Context: an optimization exercise on an open-source flow, tuned for a short achievable clock period and few clock cycles. The choices shown serve that exercise and are no tape-out recipe.
Only simulation tests tie the RTL to the original design; equivalence was not proved.
The flow treats the clock pin as an ideal source, which a real chip does not have.
No activity file was given, so power comes from the tool's default toggle rates.

==> flow/design.v <==
package mips_pkg;
    typedef logic [31:0] word_t;
    typedef logic [4:0]  reg_addr_t;
    typedef enum logic [5:0] {
        OP_SPECIAL = 6'h00,
        OP_J       = 6'h02,
        OP_BEQ     = 6'h04,
        OP_BNE     = 6'h05,
        OP_ADDIU   = 6'h09,
        OP_LW      = 6'h23,
        OP_SW      = 6'h2b
    } opcode_e;
    typedef enum logic [5:0] {
        FN_ADDU = 6'h21,
        FN_SUBU = 6'h23,
        FN_AND  = 6'h24,
        FN_OR   = 6'h25,
        FN_SLT  = 6'h2a
    } funct_e;
    typedef enum logic [2:0] {
        ALU_ADD,
        ALU_SUB,
        ALU_AND,
        ALU_OR,
        ALU_SLT
    } alu_op_e;
    localparam reg_addr_t REG_LINK = 5'd28;
    typedef struct packed {
        logic      en;
        reg_addr_t addr;
        word_t     data;
    } rf_write_t;
    typedef struct packed {
        logic  valid;
        word_t pc4;
        word_t instr;
    } if_id_t;
    typedef struct packed {
        logic      valid;
        alu_op_e   alu_op;
        logic      b_is_imm;
        word_t     rs_data;
        word_t     rt_data;
        word_t     imm;
        reg_addr_t dest;
        logic      wr_en;
        logic      mem_rd;
        logic      mem_wr;
    } id_ex_t;
    typedef struct packed {
        word_t     alu_data;
        word_t     store_data;
        reg_addr_t dest;
        logic      wr_en;
        logic      mem_rd;
        logic      mem_wr;
    } ex_mem_t;
endpackage
`timescale 1ns/1ps
module ks_add #(
    parameter integer W = 32
) (
    input  logic [W-1:0] a,
    input  logic [W-1:0] b,
    input  logic         cin,
    output logic [W-1:0] sum,
    output logic         cout
);
    localparam integer L = $clog2(W);
    logic [W-1:0] p0;
    logic [W:0]   gl [L+1];
    logic [W:0]   pl [L+1];
    assign p0 = a ^ b;
    assign gl[0] = {a & b, cin};
    assign pl[0] = {p0, 1'b0};
    genvar lv, i;
    generate
        for (lv = 0; lv < L; lv++) begin : g_lvl
            for (i = 0; i <= W; i++) begin : g_bit
                if (i >= (1 << lv)) begin : g_op
                    assign gl[lv+1][i] = gl[lv][i] | (pl[lv][i] & gl[lv][i-(1<<lv)]);
                    assign pl[lv+1][i] = pl[lv][i] & pl[lv][i-(1<<lv)];
                end else begin : g_pass
                    assign gl[lv+1][i] = gl[lv][i];
                    assign pl[lv+1][i] = pl[lv][i];
                end
            end
        end
    endgenerate
    assign sum  = p0 ^ gl[L][W-1:0];
    assign cout = gl[L][W];
endmodule
`timescale 1ns/1ps
module cpu #(
    parameter mips_pkg::word_t RESET_PC   = 32'h0040_0000,
    parameter integer          DMEM_WORDS = 64
) (
    input  logic                clk,
    input  logic                arst_n,
    input  logic                ena,
    input  mips_pkg::word_t     instr,
    output mips_pkg::word_t     pc,
    output mips_pkg::rf_write_t wb,
    output mips_pkg::word_t     reg28
);
    localparam integer ADDR_W = $clog2(DMEM_WORDS);
    logic [31:2] pc_q;
    logic        x_valid;
    logic [31:0] x_rs_val;
    logic [31:0] x_rt_val;
    logic        x_fwd1_rs;
    logic        x_fwd1_rt;
    logic [4:0]  x_dest;
    logic        x_wr;
    logic [31:0] x_bv;
    logic        x_fwd1_b;
    logic        x_sub;
    logic        x_add;
    logic        x_and;
    logic        x_or;
    logic        x_slt;
    logic        x_ld;
    logic        x_st;
    logic        x_br;
    logic        x_bne;
    logic        x_pred;
    logic [31:2] x_pc4;
    logic [31:2] x_tgt;
    logic [5:0]  x_idx;
    logic [DMEM_WORDS-1:0] x_sel;
    logic        w_en;
    logic [31:1] w_we;
    logic [4:0]  w_addr;
    logic [31:0] w_data;
    logic [63:0] bh_seen;
    logic [63:0] bh_taken;
    logic [31:0] regs [1:31];
    logic [31:0] rnz;
    logic        w_nz;
    logic [31:0] dmem [DMEM_WORDS];
    logic [5:0]  f_op;
    logic [5:0]  f_fn;
    logic [4:0]  f_rs;
    logic [4:0]  f_rt;
    logic [4:0]  f_rd;
    logic [31:2] f_pc4;
    logic [31:2] f_br_tgt;
    logic [31:2] f_j_tgt;
    logic        f_is_j;
    logic        f_is_br;
    logic        f_static;
    logic        f_seen;
    logic        f_last;
    logic        f_pred;
    logic [31:2] f_other;
    logic        f_take_br;
    logic        f_b_imm;
    logic        f_sub;
    logic [31:0] f_b_val;
    logic        f_rtype;
    logic        f_wr;
    logic [4:0]  f_dest;
    logic [31:0] f_rs_rf;
    logic [31:0] f_rt_rf;
    logic [31:0] f_rs_val;
    logic [31:0] f_rt_val;
    logic [DMEM_WORDS-1:0] f_sel;
    logic        f_mem;
    logic        f_agi;
    logic        x_mispredict;
    logic [31:0] x_res;
    logic        x_wen;
    logic        x_taken;
    assign f_op = instr[31:26];
    assign f_fn = instr[5:0];
    assign f_rs = instr[25:21];
    assign f_rt = instr[20:16];
    assign f_rd = instr[15:11];
    ks_add #(.W(30)) pc4_add (.a(pc_q), .b(30'd0), .cin(1'b1), .sum(f_pc4), .cout());
    logic [15:0] f_lo;
    logic        f_lo_c;
    logic [13:0] f_hi;
    logic [13:0] f_hi_p1;
    logic [13:0] f_hi_m1;
    ks_add #(.W(14)) hi_inc (.a(pc_q[31:18]), .b(14'd0), .cin(1'b1), .sum(f_hi_p1), .cout());
    ks_add #(.W(14)) hi_dec (.a(pc_q[31:18]), .b(14'h3fff), .cin(1'b0), .sum(f_hi_m1), .cout());
    ks_add #(.W(16)) lo_add (.a(pc_q[17:2]), .b(instr[15:0]), .cin(1'b1), .sum(f_lo), .cout(f_lo_c));
    always_comb begin
        case ({instr[15], f_lo_c})
            2'b01:   f_hi = f_hi_p1;
            2'b10:   f_hi = f_hi_m1;
            default: f_hi = pc_q[31:18];
        endcase
    end
    assign f_br_tgt = {f_hi, f_lo};
    assign f_j_tgt  = {f_pc4[31:28], instr[25:0]};
    assign f_is_j   = (f_op == 6'h02);
    assign f_is_br  = (f_op == 6'h04) || (f_op == 6'h05);
    assign f_static = instr[15] || f_op[0];
    assign f_seen   = bh_seen[pc_q[7:2]];
    assign f_last   = bh_taken[pc_q[7:2]];
    logic x_zero;
    logic f_fz;
    assign f_fz     = x_wen && x_add && !x_fwd1_b &&
                      (((f_rs == x_dest) && (f_rt == 5'd0)) || ((f_rt == x_dest) && (f_rs == 5'd0)));
    logic f_same;
    logic f_z0;
    logic f_nz;
    logic f_nz_rs;
    logic f_nz_rt;
    logic f_x_rs;
    logic f_x_rt;
    assign f_same  = (f_rs == f_rt);
    assign f_x_rs  = x_wen && (x_dest == f_rs);
    assign f_x_rt  = x_wen && (x_dest == f_rt);
    assign f_nz_rs = (w_en && (w_addr == f_rs)) ? w_nz : rnz[f_rs];
    assign f_nz_rt = (w_en && (w_addr == f_rt)) ? w_nz : rnz[f_rt];
    assign f_z0    = (f_rt == 5'd0) ? !f_x_rs : ((f_rs == 5'd0) && !f_x_rt);
    assign f_nz    = (f_rt == 5'd0) ? f_nz_rs : f_nz_rt;
    assign f_pred   = f_is_j || (f_is_br && (f_same ? !f_op[0] :
                                             f_fz   ? (x_zero ^ f_op[0]) :
                                             f_z0   ? (f_nz ~^ f_op[0]) :
                                             f_seen ? f_last : f_static));
    logic [31:2] x_alt;
    assign f_take_br = !x_mispredict && !f_agi && f_is_br && f_pred;
    always_comb begin
        if (x_mispredict) f_other = x_alt;
        else if (f_agi)   f_other = pc_q;
        else if (f_is_j)  f_other = f_j_tgt;
        else              f_other = f_pc4;
    end
    assign f_rtype = (f_op == 6'h00) &&
                     (f_fn == 6'h21 || f_fn == 6'h23 || f_fn == 6'h24 ||
                      f_fn == 6'h25 || f_fn == 6'h2a);
    assign f_dest  = f_rtype ? f_rd : f_rt;
    assign f_wr    = (f_rtype || f_op == 6'h09 || f_op == 6'h23) && (f_dest != 5'd0);
    always_comb begin
        f_rs_rf = '0;
        f_rt_rf = '0;
        for (int i = 1; i < 32; i++) begin
            f_rs_rf = f_rs_rf | ({32{f_rs == 5'(i)}} & regs[i]);
            f_rt_rf = f_rt_rf | ({32{f_rt == 5'(i)}} & regs[i]);
        end
    end
    assign f_rs_val = (w_en && w_addr == f_rs) ? w_data : f_rs_rf;
    assign f_rt_val = (w_en && w_addr == f_rt) ? w_data : f_rt_rf;
    logic [7:0] f_ba;
    logic [7:0] f_bb;
    logic       f_c2;
    logic [7:0] f_x;
    logic [7:0] f_g;
    logic [7:0] f_o;
    assign f_ba = f_rs_val[7:0];
    assign f_bb = instr[7:0];
    assign f_x  = f_ba ^ f_bb;
    assign f_g  = f_ba & f_bb;
    assign f_o  = f_ba | f_bb;
    assign f_c2 = f_g[1] | (f_o[1] & f_g[0]);
    always_comb begin
        for (int k = 0; k < DMEM_WORDS; k++) begin
            logic [5:0] kk;
            logic       m;
            kk = 6'(k);
            m  = ((f_x[2] ^ kk[0]) == f_c2);
            for (int i = 3; i < 8; i++) begin
                m = m && ((f_x[i] ^ kk[i-2]) == (kk[i-3] ? f_g[i-1] : f_o[i-1]));
            end
            f_sel[k] = m;
        end
    end
    assign f_mem = (f_op == 6'h23) || (f_op == 6'h2b);
    assign f_b_imm = (f_op != 6'h00);
    assign f_sub   = (f_op == 6'h00) && (f_fn == 6'h23 || f_fn == 6'h2a);
    assign f_b_val = (f_b_imm ? {{16{instr[15]}}, instr[15:0]} : f_rt_val) ^ {32{f_sub}};
    assign f_agi = f_mem && x_wen && (x_dest == f_rs);
    always_ff @(posedge clk or negedge arst_n) begin
        if (!arst_n) begin
            pc_q <= RESET_PC[31:2];
        end else if (ena) begin
            pc_q <= f_take_br ? f_br_tgt : f_other;
        end
    end
    always_ff @(posedge clk or negedge arst_n) begin
        if (!arst_n) begin
            x_valid   <= 1'b0;
            x_rs_val  <= '0;
            x_rt_val  <= '0;
            x_fwd1_rs <= 1'b0;
            x_fwd1_rt <= 1'b0;
            x_dest    <= '0;
            x_wr      <= 1'b0;
            x_bv      <= '0;
            x_fwd1_b  <= 1'b0;
            x_sub     <= 1'b0;
            x_add     <= 1'b0;
            x_and     <= 1'b0;
            x_or      <= 1'b0;
            x_slt     <= 1'b0;
            x_ld      <= 1'b0;
            x_st      <= 1'b0;
            x_br      <= 1'b0;
            x_bne     <= 1'b0;
            x_pred    <= 1'b0;
            x_pc4     <= '0;
            x_tgt     <= '0;
            x_idx     <= '0;
            x_sel     <= '0;
        end else if (ena) begin
            x_valid   <= !x_mispredict && !f_agi;
            x_rs_val  <= f_rs_val;
            x_rt_val  <= f_rt_val;
            x_fwd1_rs <= x_wen && (x_dest == f_rs);
            x_fwd1_rt <= x_wen && (x_dest == f_rt);
            x_dest    <= f_dest;
            x_wr      <= f_wr;
            x_bv      <= f_b_val;
            x_fwd1_b  <= x_wen && (x_dest == f_rt) && !f_b_imm;
            x_sub     <= f_sub;
            x_add     <= !((f_op == 6'h00) && (f_fn == 6'h24 || f_fn == 6'h25 || f_fn == 6'h2a)) &&
                         (f_op != 6'h23);
            x_and     <= (f_op == 6'h00) && (f_fn == 6'h24);
            x_or      <= (f_op == 6'h00) && (f_fn == 6'h25);
            x_slt     <= (f_op == 6'h00) && (f_fn == 6'h2a);
            x_ld      <= (f_op == 6'h23);
            x_st      <= (f_op == 6'h2b);
            x_br      <= f_is_br;
            x_bne     <= f_op[0];
            x_pred    <= f_pred;
            x_pc4     <= f_pc4;
            x_tgt     <= f_br_tgt;
            x_idx     <= pc_q[7:2];
            x_sel     <= f_sel;
        end
    end
    logic [31:0] x_a;
    logic [31:0] x_rt;
    logic [31:0] x_bx;
    logic [31:0] x_sum;
    logic        x_lt;
    logic [31:0] x_alu;
    logic [31:0] x_load;
    logic        x_eq;
    assign x_a  = x_fwd1_rs ? w_data : x_rs_val;
    assign x_rt = x_fwd1_rt ? w_data : x_rt_val;
    assign x_bx = x_fwd1_b ? (w_data ^ {32{x_sub}}) : x_bv;
    ks_add #(.W(32)) alu_add (.a(x_a), .b(x_bx), .cin(x_sub), .sum(x_sum), .cout());
    assign x_lt = (x_a[31] ^ x_bx[31] ^ x_sub) ? x_a[31] : x_sum[31];
    logic x_zero_rf;
    logic x_zero_w;
    assign x_zero_rf = &((x_rs_val ^ x_bv) ~^ {x_rs_val[30:0] | x_bv[30:0], x_sub});
    assign x_zero_w  = &((w_data ^ x_bv) ~^ {w_data[30:0] | x_bv[30:0], x_sub});
    assign x_zero    = x_fwd1_rs ? x_zero_w : x_zero_rf;
    assign x_alu = ({32{x_add}} & x_sum) |
                   ({32{x_and}} & (x_a & x_bx)) |
                   ({32{x_or}}  & (x_a | x_bx)) |
                   {31'd0, x_slt & x_lt};
    assign x_alt = x_pred ? x_pc4 : x_tgt;
    always_comb begin
        x_load = '0;
        for (int k = 0; k < DMEM_WORDS; k++) begin
            x_load   = x_load | ({32{x_sel[k]}} & dmem[k]);
        end
    end
    assign x_res = x_alu | ({32{x_ld}} & x_load);
    assign x_wen = x_valid && x_wr;
    assign x_eq         = (x_a == x_rt);
    assign x_taken      = x_bne ? !x_eq : x_eq;
    assign x_mispredict = x_valid && x_br && (x_taken != x_pred);
    always_ff @(posedge clk) begin
        for (int k = 0; k < DMEM_WORDS; k++) begin
            if (ena && x_valid && x_st && x_sel[k]) begin
                dmem[k] <= x_rt;
            end
        end
    end
    always_ff @(posedge clk or negedge arst_n) begin
        if (!arst_n) begin
            bh_seen  <= '0;
            bh_taken <= '0;
        end else if (ena && x_valid && x_br) begin
            bh_seen[x_idx]  <= 1'b1;
            bh_taken[x_idx] <= x_taken;
        end
    end
    always_ff @(posedge clk or negedge arst_n) begin
        if (!arst_n) begin
            w_en    <= 1'b0;
            w_addr  <= '0;
            w_data  <= '0;
            w_we    <= '0;
        end else if (ena) begin
            w_en    <= x_wen;
            w_addr  <= x_dest;
            w_data  <= x_res;
            for (int i = 1; i < 32; i++) begin
                w_we[i] <= x_wen && (x_dest == 5'(i));
            end
        end
    end
    always_ff @(posedge clk or negedge arst_n) begin
        if (!arst_n) begin
            for (int i = 1; i < 32; i++) begin
                regs[i] <= '0;
            end
        end else begin
            for (int i = 1; i < 32; i++) begin
                if (ena && w_we[i]) begin
                    regs[i] <= w_data;
                end
            end
        end
    end
    assign w_nz = |w_data;
    always_ff @(posedge clk or negedge arst_n) begin
        if (!arst_n) begin
            rnz <= '0;
        end else begin
            for (int i = 1; i < 32; i++) begin
                if (ena && w_we[i]) begin
                    rnz[i] <= w_nz;
                end
            end
        end
    end
    assign pc       = {pc_q, 2'b00};
    assign wb.en    = w_en && ena;
    assign wb.addr  = w_addr;
    assign wb.data  = w_data;
    assign reg28    = regs[mips_pkg::REG_LINK];
endmodule
==> flow/flow/run.sh <==
#!/bin/bash
set -euo pipefail
here=$(pwd)
bash standard.sh SETUP_SLACK_MARGIN=6.5 "BUFFER_PORTS_ARGS=-buffer_cell sky130_fd_sc_hd__buf_4" \
    "PRE_IO_PLACEMENT_TCL=$here/flow/io.tcl" "PRE_FLOORPLAN_TCL=$here/flow/wb_en.tcl" \
    "POST_RESIZE_TCL=$here/flow/wb_en_root.tcl" "POST_CTS_TCL=$here/flow/wb_en_root.tcl" \
    finish > standard_flow.log 2>&1
==> flow/flow/io.tcl <==
# keep the ena input next to wb[37], whose enable it gates directly
set_io_pin_constraint -group -order -pin_names {ena wb[37]}
==> flow/flow/wb_en.tcl <==
# wb[37] is w_en & ena, a path from an input straight to an output that
# sets the shortest period the design can reach. Synthesis builds it from
# gates it shares with the enables that ena drives everywhere, so rebuild it
# here as a gate of its own: one and2 from the ena port and the w_en
# register straight to the wb[37] port. The gates it replaces are removed
# when nothing else uses them.
set wb_net [get_nets {wb[37]}]
set ena_net [get_nets {ena}]
set wen_pin [get_pins -of_objects [get_cells {w_en$_DFF*}] -filter "direction==output"]
if { [llength $wen_pin] != 1 } { error "wb_en.tcl: expected one output on the w_en register, got [llength $wen_pin]" }
set wen_net [get_nets -of_objects $wen_pin]
set old_drv [get_pins -of_objects $wb_net -filter "direction==output"]
if { [llength $old_drv] != 1 } { error "wb_en.tcl: expected one driver of wb\[37\], got [llength $old_drv]" }
set old_inst [get_cells -of_objects $old_drv]
disconnect_pin $wb_net $old_drv
make_instance wb_en_and sky130_fd_sc_hd__and2_4
connect_pin $wb_net wb_en_and/X
connect_pin $ena_net wb_en_and/A
connect_pin $wen_net wb_en_and/B
# drop gates left driving nothing
set changed 1
while { $changed } {
  set changed 0
  foreach inst [get_cells *] {
    set outs [get_pins -of_objects $inst -filter "direction==output"]
    if { [llength $outs] == 0 } { continue }
    set used 0
    foreach p $outs {
      set n [get_nets -quiet -of_objects $p]
      if { $n ne "" && [llength [get_pins -quiet -of_objects $n]] > 1 } { set used 1 }
      if { $n ne "" && [llength [get_ports -quiet -of_objects $n]] > 0 } { set used 1 }
    }
    if { !$used && [string match "_*" [get_full_name $inst]] } {
      puts "wb_en.tcl: removing [get_full_name $inst] ([get_property $inst ref_name])"
      delete_instance $inst
      set changed 1
    }
  }
}
==> flow/flow/wb_en_root.tcl <==
# After repair_design has buffered ena's large fanout, move the A input of
# the wb[37] enable gate (made by wb_en.tcl) back to the net right after
# ena's port buffer, so the path from ena to wb[37] stays port buffer, gate,
# port buffer.
set a_pin [get_pins wb_en_and/A]
set cur [get_nets -of_objects $a_pin]
set n $cur
while { 1 } {
  set drv [get_pins -quiet -of_objects $n -filter "direction==output"]
  if { [llength $drv] != 1 } { break }
  set c [get_cells -of_objects $drv]
  set ref [get_property $c ref_name]
  if { ![string match "sky130_fd_sc_hd__buf_*" $ref] && ![string match "sky130_fd_sc_hd__clkbuf_*" $ref] } { break }
  set in [get_pins -of_objects $c -filter "direction==input"]
  set innet [get_nets -of_objects $in]
  # the buffer fed by the port itself is the port buffer: stop at its output
  if { [llength [get_ports -quiet -of_objects $innet]] > 0 } { break }
  set n $innet
}
if { [get_full_name $n] ne [get_full_name $cur] } {
  puts "wb_en_root.tcl: moving wb_en_and/A from [get_full_name $cur] to [get_full_name $n]"
  disconnect_pin $cur $a_pin
  connect_pin $n $a_pin
}
==> flow/standard.sh <==
#!/bin/bash
# synth_recipe.tcl (not shown) runs the flow's synth.tcl, then flattens the netlist and writes it again
# the make line also repeats each setting of config.mk as NAME=value (left out here)
make -C /OpenROAD-flow-scripts/flow DESIGN_CONFIG=/design/flow/config.mk WORK_HOME=/design/flow/orfs CLKGATE_MAP_FILE= SYNTH_SCRIPT=/design/flow/synth_recipe.tcl "${@:-finish}"
==> flow/config.mk <==
export PLATFORM = sky130hd
export DESIGN_NAME = cpu
export DESIGN_NICKNAME = cpu
export VERILOG_FILES = /design/flow/design.v
export SDC_FILE = /design/flow/constraint.sdc
export NUM_CORES = 4
export LEC_CHECK = 0
export ABC_CLOCK_PERIOD_IN_PS = 1000
export CAP_MARGIN = 20
export CELL_PAD_IN_SITES_DETAIL_PLACEMENT = 1
export CELL_PAD_IN_SITES_GLOBAL_PLACEMENT = 2
export CORE_MARGIN = 2
export CORE_UTILIZATION = 35
export PLACE_DENSITY = 0.5
export SETUP_SLACK_MARGIN = 5
export SLEW_MARGIN = 20
==> flow/constraint.sdc <==
create_clock -name core_clock -period 10.0 [get_ports {clk}]
set_input_delay 2.0000 -clock core_clock [delete_from_list [all_inputs] [get_ports {clk}]]
set_output_delay 2.0000 -clock core_clock [all_outputs]
set_load 0.01 [all_outputs]
==> results of run 1 <==
## cells in the mapped netlist (all sizes together) (15+ instances only)
cell | n | area share, %
a21o | 46 | 0.23
buf | 194 | 0.59
o2bb2ai | 102 | 0.59
nand2 | 1296 | 3.2
a221o | 36 | 0.24
nand3b | 15 | 0.074
mux2i | 89 | 0.59
mux2 | 165 | 1.2
clkbuf | 850 | 2.1
o21bai | 54 | 0.27
a22oi | 737 | 3.6
a222oi | 40 | 0.26
o221ai | 15 | 0.087
o21ai | 1230 | 4.1
or4 | 37 | 0.19
and2 | 86 | 0.36
a22o | 595 | 3.4
nand3 | 236 | 0.79
mux4 | 44 | 0.66
xnor2 | 195 | 1.1
a211o | 15 | 0.087
xor2 | 102 | 0.59
nor2 | 339 | 0.84
or3 | 17 | 0.070
nor2b | 24 | 0.099
a21oi | 203 | 0.67
nand4 | 242 | 1.0
ha | 162 | 1.3
a211oi | 63 | 0.31
or2 | 16 | 0.066
nor3 | 73 | 0.25
o211ai | 38 | 0.19
a221oi | 614 | 3.5
nand2b | 33 | 0.14
dfrtp | 1495 | 25
edfxtp | 2048 | 40
inv | 224 | 0.55
and3 | 22 | 0.094
nor4 | 68 | 0.29
a31oi | 27 | 0.11
## logic make-up after synthesis
| family | count (synthesis) |
|---|---|
| compound gates | 3925 |
| flops | 3544 |
| simple gates | 2546 |
| buf+inv | 1268 |
| mux | 298 |
| xor+xnor | 297 |
| fa+ha+maj | 164 |
| other cells | 1 |
## flip-flops by register name, summed over array words and instances, names as in the netlist, 5 cells and up
name / count
x_bv: 32
x_tgt: 30
x_dest: 5
x_pc4: 30
dmem: 2048
x_idx: 6
regs: 992
x_rt_val: 32
bh_seen: 64
x_sel: 64
x_rs_val: 32
rnz: 31
w_data: 32
w_we: 31
pc_q: 30
bh_taken: 64
w_addr: 5
## metrics by stage
step / hold WS [ns] / total power, mW / util [%] / setup slack, ns
2_1_floorplan: 0.426 / 21.0 / - / 5.21
3_3_place_gp: 0.447 / 24.9 / 37.5 / 2.74
3_5_place_dp: 0.451 / 25.1 / 37.5 / 2.71
5_1_grt: 0.485 / 42.7 / 44.8 / 5.53
6_report: 0.456 / 41.7 / 44.8 / 5.50
## report_power, final
part | internal [mW] | switching, mW
combinational | 2.86 | 5.72
sequential | 16.7 | 1.35
clock | 8.57 | 6.50
total | 28.2 | 13.6
## how the worst max path moves through the flow
| stage | endpoint | slack (ns) | cells after the start |
|---|---|---|---|
| after floorplan | pc_q[28] | 5.21 | 18 |
| after global placement | x_sel[35] | 2.74 | 14 |
| after detailed placement | x_sel[43] | 2.71 | 14 |
| after global routing | x_sel[8] | 5.53 | 18 |
| final | x_sel[55] | 5.50 | 17 |
## layout make-up, clock buffers not listed
cell class,count,area (µm²)
clock inverter,200,1960
tap,5710,7140
antenna,23,57.6
sequential,3544,99200
timing repair inverter,1,5.00
multi-input combinational,7242,55100
inverter,224,893
fill,43261,238000
timing repair buffer,1485,17900
## layer usage
layer,up-vias,global-route usage (%),routed length [µm]
met5,-,0,66
met4,12,23.4,67400
met3,2346,7.49,81000
met2,8003,64.4,416000
met1,67992,52.8,357000
li1,48205,-,-
==> summary.txt, run 1 <==
status - no timing/DRC/antenna violations
post-route insts no fill - 18,965
Slew Limit Fails - 0
crit path capture type - flop
simple-gate share of the synthesized area - 7.69%
post-synthesis average cell area - 12.6 µm²
die footprint - 439,000 µm²
die width - 663 µm
Most Frequent Cell on Critical Path - buf_12
GRT Total Usage - 40.8%
share of post-route cells with drive strength above 1 - 26.3%
Power Density - 216 nW/µm²
VDD IR max - 0.164 mV
critical-path maximum fanout - 8
hold path endpoint - bh_seen[16]
critical path type - input port to flop
Post-synth top flop - edfxtp_1
GP Congestion - 0.968
FF-to-FF setup slack - 5.82 ns
final hold viol count - 0
CTS tree - done
via-per-instance ratio - 6.67
slowest library cell on the worst path - or3b_4
post-synthesis cell type count - 105
commonest non-fill, non-tap cell in the layout - edfxtp_1
largest net degree at the start of global routing - 142
fmax - 0.222 GHz
multiplexer share of the synthesized area - 2.48%
1st-pass router iterations - 9
Top delay family on crit path - simple AND/OR/NAND/NOR gates
post-route ant nets - 0
CP Data Required Time - 10.99 ns
commonest non-fill, non-tap cells in the layout - 2,048 x edfxtp_1, 1,335 x dfrtp_1, 1,224 x nand2_1, 1,109 x o21ai_0, 745 x buf_4
reg2reg start - x_bv[30]
Clk Latency, worst-skew pair - 1.08 ns
Die Y - 663 µm
drc violations - 0
fin crit share - 45.0%
Syn. warnings - 15
Hold Path Class - flop to flop
Fin Clk Skew - 0.124 ns
Post-DP Area - 162,000 µm²
Design Area, Final - 193,000 µm²
Synth Register Bits - 3,544
GRT Residual Overflow - 0
Avg WL per Cell - 48.6 µm
RSZ-0062 raised after global routing - yes
placed instance count - 17,290
number of synthesized flops with an enable pin - 2,048
post-synthesis sequential area ratio - 65.1%
xor/xnor share of the synthesized area - 1.72%
port bufs - 134
FFs w/ async S/R, synth - 42.2%
row count - 241
Buf/Inv on CP - 6
crit path time final - 4.50 ns
Fin Setup TNS - 0 ns
post-synthesis adder-cell area fraction - 1.35%
final setup fails - 0
CP max stage delay - 0.47 ns
antenna violations before repair - 49
Crit. Startpoint - instr[23]
Area growth syn-to-layout - 27.3%
Starting Density - 35.2%
post-synth design cell area - 152,000 µm²
WL final - 922 mm
first-pass GRT wire length - 1210 mm
Initial DRC Count - 18,594
HPWL Detailed - 533 mm
worst-path cell chain - buf_16, buf_12, or3b_4, nor2_4, buf_12, a22oi_2, nand3_2, nor2_2, a31oi_4, buf_8, inv_4, ha_4, xor2_4, and2_4, nand4_1, buf_4, o2bb2ai_1
via count - 126,558
Rel. slew slack - 8.83%
RR Endpoint - pc_q[14]
I/O Pins - 137
nets - 13,095
core box area - 432,000 µm²
Worst-path clk slew - 0.06 ns
crit path DAT - 5.48 ns
min-delay src - bh_seen[16]
Mapped Cells - 12,043
largest family of logic cells by synthesized area - compound AO/OA/AOI/OAI gates
Reg2Reg Depth - 14
Max Cap Viol - 0
number of global-route vias before repair - 123,512
CP Launch Type - input port
compound-cell area share of the yosys netlist - 18.4%
clk sinks - 3,544
Static Leak - 73.4 nW
Worst Tran Pin Value - 1.37 ns
hold path cells - 1
Testbench counts, summed over its fixed seeds: cycles 15,925.
==> run 2: changes to the inputs <==
--- a/flow/design.v
+++ b/flow/design.v
@@ -245,28 +245,29 @@
     assign f_rs_val = (w_en && w_addr == f_rs) ? w_data : f_rs_rf;
     assign f_rt_val = (w_en && w_addr == f_rt) ? w_data : f_rt_rf;
-    logic [7:0] f_ba;
-    logic [7:0] f_bb;
-    logic       f_c2;
-    logic [7:0] f_x;
-    logic [7:0] f_g;
-    logic [7:0] f_o;
-    assign f_ba = f_rs_val[7:0];
-    assign f_bb = instr[7:0];
-    assign f_x  = f_ba ^ f_bb;
-    assign f_g  = f_ba & f_bb;
-    assign f_o  = f_ba | f_bb;
-    assign f_c2 = f_g[1] | (f_o[1] & f_g[0]);
-    always_comb begin
+    function automatic logic [DMEM_WORDS-1:0] word_sel(input logic [7:0] ba, input logic [7:0] bb);
+        logic [7:0] x;
+        logic [7:0] g;
+        logic [7:0] o;
+        logic       c2;
+        logic [5:0] kk;
+        logic       m;
+        x  = ba ^ bb;
+        g  = ba & bb;
+        o  = ba | bb;
+        c2 = g[1] | (o[1] & g[0]);
         for (int k = 0; k < DMEM_WORDS; k++) begin
-            logic [5:0] kk;
-            logic       m;
             kk = 6'(k);
-            m  = ((f_x[2] ^ kk[0]) == f_c2);
+            m  = ((x[2] ^ kk[0]) == c2);
             for (int i = 3; i < 8; i++) begin
-                m = m && ((f_x[i] ^ kk[i-2]) == (kk[i-3] ? f_g[i-1] : f_o[i-1]));
+                m = m && ((x[i] ^ kk[i-2]) == (kk[i-3] ? g[i-1] : o[i-1]));
             end
-            f_sel[k] = m;
+            word_sel[k] = m;
         end
-    end
+    endfunction
+    logic [DMEM_WORDS-1:0] f_sel_rf;
+    logic [DMEM_WORDS-1:0] f_sel_w;
+    assign f_sel_rf = word_sel(f_rs_rf[7:0], instr[7:0]);
+    assign f_sel_w  = word_sel(w_data[7:0], instr[7:0]);
+    assign f_sel    = (w_en && w_addr == f_rs) ? f_sel_w : f_sel_rf;
     assign f_mem = (f_op == 6'h23) || (f_op == 6'h2b);
     assign f_b_imm = (f_op != 6'h00);
==> run 2 against run 1 <==
Net effect: critical path type unchanged; wire length up 0.41%; power up 7.7%; fmax up 0.12%; critical path depth up 3; final cell count up 1.8%.
==> summary.txt, run 2 <==
Static Leak - 74.6 nW (was 73.4 nW)
crit path capture type - flop (unchanged)
post-synth design cell area - 152,000 µm² (about the same)
Avg WL per Cell - 48.0 µm (was 48.6 µm)
largest net degree at the start of global routing - 152 (was 142)
Syn. warnings - 15 (unchanged)
Rel. slew slack - 21.4% (was 8.83%)
final setup fails - 0 (unchanged)
most instantiated library cell after synthesis - edfxtp_1 (unchanged)
Worst-path clk slew - 0.05 ns (was 0.06 ns)
CTS tree - done (unchanged)
FFs w/ async S/R, synth - 42.2% (unchanged)
cell taking the most area after synthesis - edfxtp_1 (unchanged)
fin crit share - 44.9% (was 45.0%)
Post-synth top flop - edfxtp_1 (unchanged)
row count - 242 (was 241)
critical path type - input port to flop (unchanged)
final hold viol count - 0 (unchanged)
via-per-instance ratio - 6.61 (was 6.67)
largest reg by FF count - dmem (unchanged)
GP Congestion - 0.925 (was 0.968)
Die Y - 664 µm (was 663 µm)
WL final - 926 mm (was 922 mm)
post-synthesis cell type count - 87 (was 105)
Starting Density - 35.1% (was 35.2%)
fin util - 45.1% (was 44.8%)
crit path DAT - 5.36 ns (was 5.48 ns)
number of synthesized flops with an enable pin - 2,048 (unchanged)
antenna violations before repair - 61 (was 49)
Mapped Cells - 12,224 (was 12,043)
1st-pass router iterations - 7 (was 9)
Max Cap Viol - 0 (unchanged)
HPWL Detailed - 523 mm (was 533 mm)
synth cell count leaders - 2,048 x edfxtp_1, 1,495 x dfrtp_1, 1,349 x nand2_1 (was 2,048 x edfxtp_1, 1,495 x dfrtp_1, 1,296 x nand2_1)
commonest non-fill, non-tap cells in the layout - 2,048 x edfxtp_1, 1,335 x dfrtp_1, 1,280 x nand2_1, 1,094 x o21ai_0, 837 x buf_4 (was 2,048 x edfxtp_1, 1,335 x dfrtp_1, 1,224 x nand2_1, 1,109 x o21ai_0, 745 x buf_4)
post-synthesis average cell area - 12.5 µm² (was 12.6 µm²)
fmax - 0.223 GHz (was 0.222 GHz)
Largest register FFs - 2,048 (unchanged)
first-pass GRT wire length - 1210 mm (about the same)
Fin Clk Skew - 0.0868 ns (was 0.124 ns)
I/O Pins - 137 (unchanged)
nets - 13,416 (was 13,095)
GRT Total Usage - 40.9% (was 40.8%)
port bufs - 134 (unchanged)
Power Density - 230 nW/µm² (was 216 nW/µm²)
Slew Limit Fails - 0 (unchanged)
Fin Setup TNS - 0 ns (unchanged)
post-synthesis sequential area ratio - 65.0% (was 65.1%)
Fill cells - 43,545 (was 43,261)
Worst Tran Pin Value - 1.18 ns (was 1.37 ns)
status - no timing/DRC/antenna violations (unchanged)
GRT Residual Overflow - 0 (unchanged)
critical-path maximum fanout - 3 (was 8)
Clk Latency, worst-skew pair - 1.03 ns (was 1.08 ns)
biggest regs - dmem x2048, regs x992 (unchanged)
share of post-route cells with drive strength above 1 - 26.7% (was 26.3%)
Initial DRC Count - 18,477 (was 18,594)
VDD IR max - 0.153 mV (was 0.164 mV)
post-route ant nets - 0 (unchanged)
drc violations - 0 (unchanged)
top-area cell type share of the netlist area - 40.4% (was 40.5%)
commonest non-fill, non-tap cell in the layout - edfxtp_1 (unchanged)
clk sinks - 3,544 (unchanged)
largest cells by area after synthesis - edfxtp_1 40%, dfrtp_1 25%, a22oi_1 4.1% (was edfxtp_1 40%, dfrtp_1 25%, o21ai_0 3.9%)
Synth Register Bits - 3,544 (unchanged)
die footprint - 440,000 µm² (was 439,000 µm²)
crit path time final - 4.49 ns (was 4.50 ns)
via count - 127,628 (was 126,558)
CP Launch Type - input port (unchanged)
Hold Path Class - flop to flop (unchanged)
core box area - 434,000 µm² (was 432,000 µm²)
CP Data Required Time - 10.87 ns (was 10.99 ns)
RSZ-0062 raised after global routing - yes (unchanged)
Area growth syn-to-layout - 28.5% (was 27.3%)
die width - 664 µm (was 663 µm)
number of global-route vias before repair - 124,504 (was 123,512)
run 2: changes by cell type in the layout (fill, tap and decap cells not counted), moves of 33 or more:
| cell | before | now |
|---|---|---|
| buf_4 | 745 | 837 |
| nor2_1 | 258 | 345 |
| a22oi_2 | 103 | 172 |
| mux2i_1 | 65 | 131 |
| a21oi_1 | 133 | 192 |
| nand2_1 | 1224 | 1280 |
| a211oi_1 | 52 | 2 |
| o2bb2ai_1 | 53 | 3 |
| o2bb2ai_2 | 48 | 0 |
| nand3_1 | 197 | 150 |
| inv_1 | 200 | 235 |
| xnor2_1 | 173 | 206 |
run 2: path summary, 6_finish.rpt:
path	cells after the start	to	slack (ns)	from
worst max-delay path	20	pc_q[31]	5.51	instr[5]
worst min-delay path	1	bh_seen[60]	0.47	bh_seen[60]
worst max register to register	16	pc_q[7]	5.72	w_data[3]
worst min register to register	1	bh_seen[60]	0.47	bh_seen[60]
max in group asynchronous	3	pc_q[7]	6.79	arst_n
min in group asynchronous	1	regs[28][28]	0.90	arst_n
run 2: area by class of cell, clock buffers not listed:
class / count / area [µm²] / share of cell area [%]
Clock inverter: 167 / 1760 / 0.897
Timing Repair Buffer: 1605 / 19200 / 9.84
Sequential cell: 3544 / 99200 / 50.7
Inverter: 254 / 1000 / 0.512
Multi-Input combinational cell: 7400 / 55900 / 28.6
Antenna cell: 31 / 77.6 / 0.0396
Tap cell: 5734 / 7170 / 3.67
run 2: cells by family after synthesis:
family                     after synthesis  synth area share (%)
and+or+nand+nor                       2624                  7.71
AOI/OAI and AO/OA                     3898                  17.9
muxes                                  371                  2.86
DFF                                   3544                  65.0
adders and majority gates              174                  1.43
other                                    1               0.00246
xor gates and xnor gates               326                  1.89
buffers and inverters                 1286                  3.23
run 2: metal layers:
metal	vias to the layer above	wire (µm)	GRT usage, %
met5	-	251	0
li1	48847	-	-
met3	2580	81400	7.96
met2	8064	416000	64.4
met4	32	71400	24.5
met1	68105	356000	52.5
run 2: worst max-delay path: stages:
cell and delay (ns):
buf_16 0.11, ha_4 0.21, a21o_1 0.18, a21oi_2 0.16
inv_1 0.07, a21oi_2 0.13, o21ai_1 0.08, a21o_1 0.16
a21o_1 0.16, a21o_1 0.16, a21oi_2 0.15, or3_4 0.16
a32oi_2 0.13, ha_4 0.32, buf_12 0.12, nor2_4 0.03
mux2_4 0.24, a222oi_1 0.40, nor2_1 0.08, a221o_1 0.29
run 2: report_power, final:
part | switching [mW] | internal [mW]
Sequential | 2.11 | 17.5
Clock | 6.49 | 8.63
Combinational | 6.58 | 3.62
run 2: metrics by stage:
step / area (µm²) / cells / hold WS (ns) / total power [mW] / worst slack, ns
2_1_floorplan: 155000 / 12225 / 0.430 / 23.2 / 4.94
3_3_place_gp: 163000 / 17528 / 0.451 / 27.5 / 3.46
3_5_place_dp: 163000 / 17531 / 0.453 / 27.7 / 3.47
5_1_grt: 196000 / 19272 / 0.479 / 46.1 / 5.34
6_report: 196000 / 19300 / 0.466 / 45.0 / 5.51
Testbench counts of run 2, summed over its fixed seeds: cycles 15,925.

==> port drivers added, routing unchanged <==
Ports are ideal in the flow. The routed layouts listed here were re-timed in OpenROAD.
Step 1 sets driving cells, clkbuf_16 on the clock port and buf_2 on the other inputs (assumed; they add their load-dependent delay and slew).
Step 2 adds t to the input delays and takes it off the output delays; t is the mean of the earliest and latest rising clock arrival at the registers after step 1. Input paths then give back, and output paths get back, about the clock's delay inside the block.
Three values: ideal ports, drivers, drivers and shift; two values: the first two.
run	shift t [ns]	slack for setup (ns)	hold slack, ns	latest minus earliest clock arrival (ns)
run 1	1.147	5.504 / 5.343 / 4.197	0.456 / 0.456 / 0.456	0.125 / 0.125
run 2	1.115	5.510 / 5.433 / 4.397	0.466 / 0.466 / 0.466	0.095 / 0.095
After both steps every run listed still meets setup and hold. For run 1, which loses most, drivers alone change the setup slack by -0.161 ns; drivers and shift together by -1.307 ns.
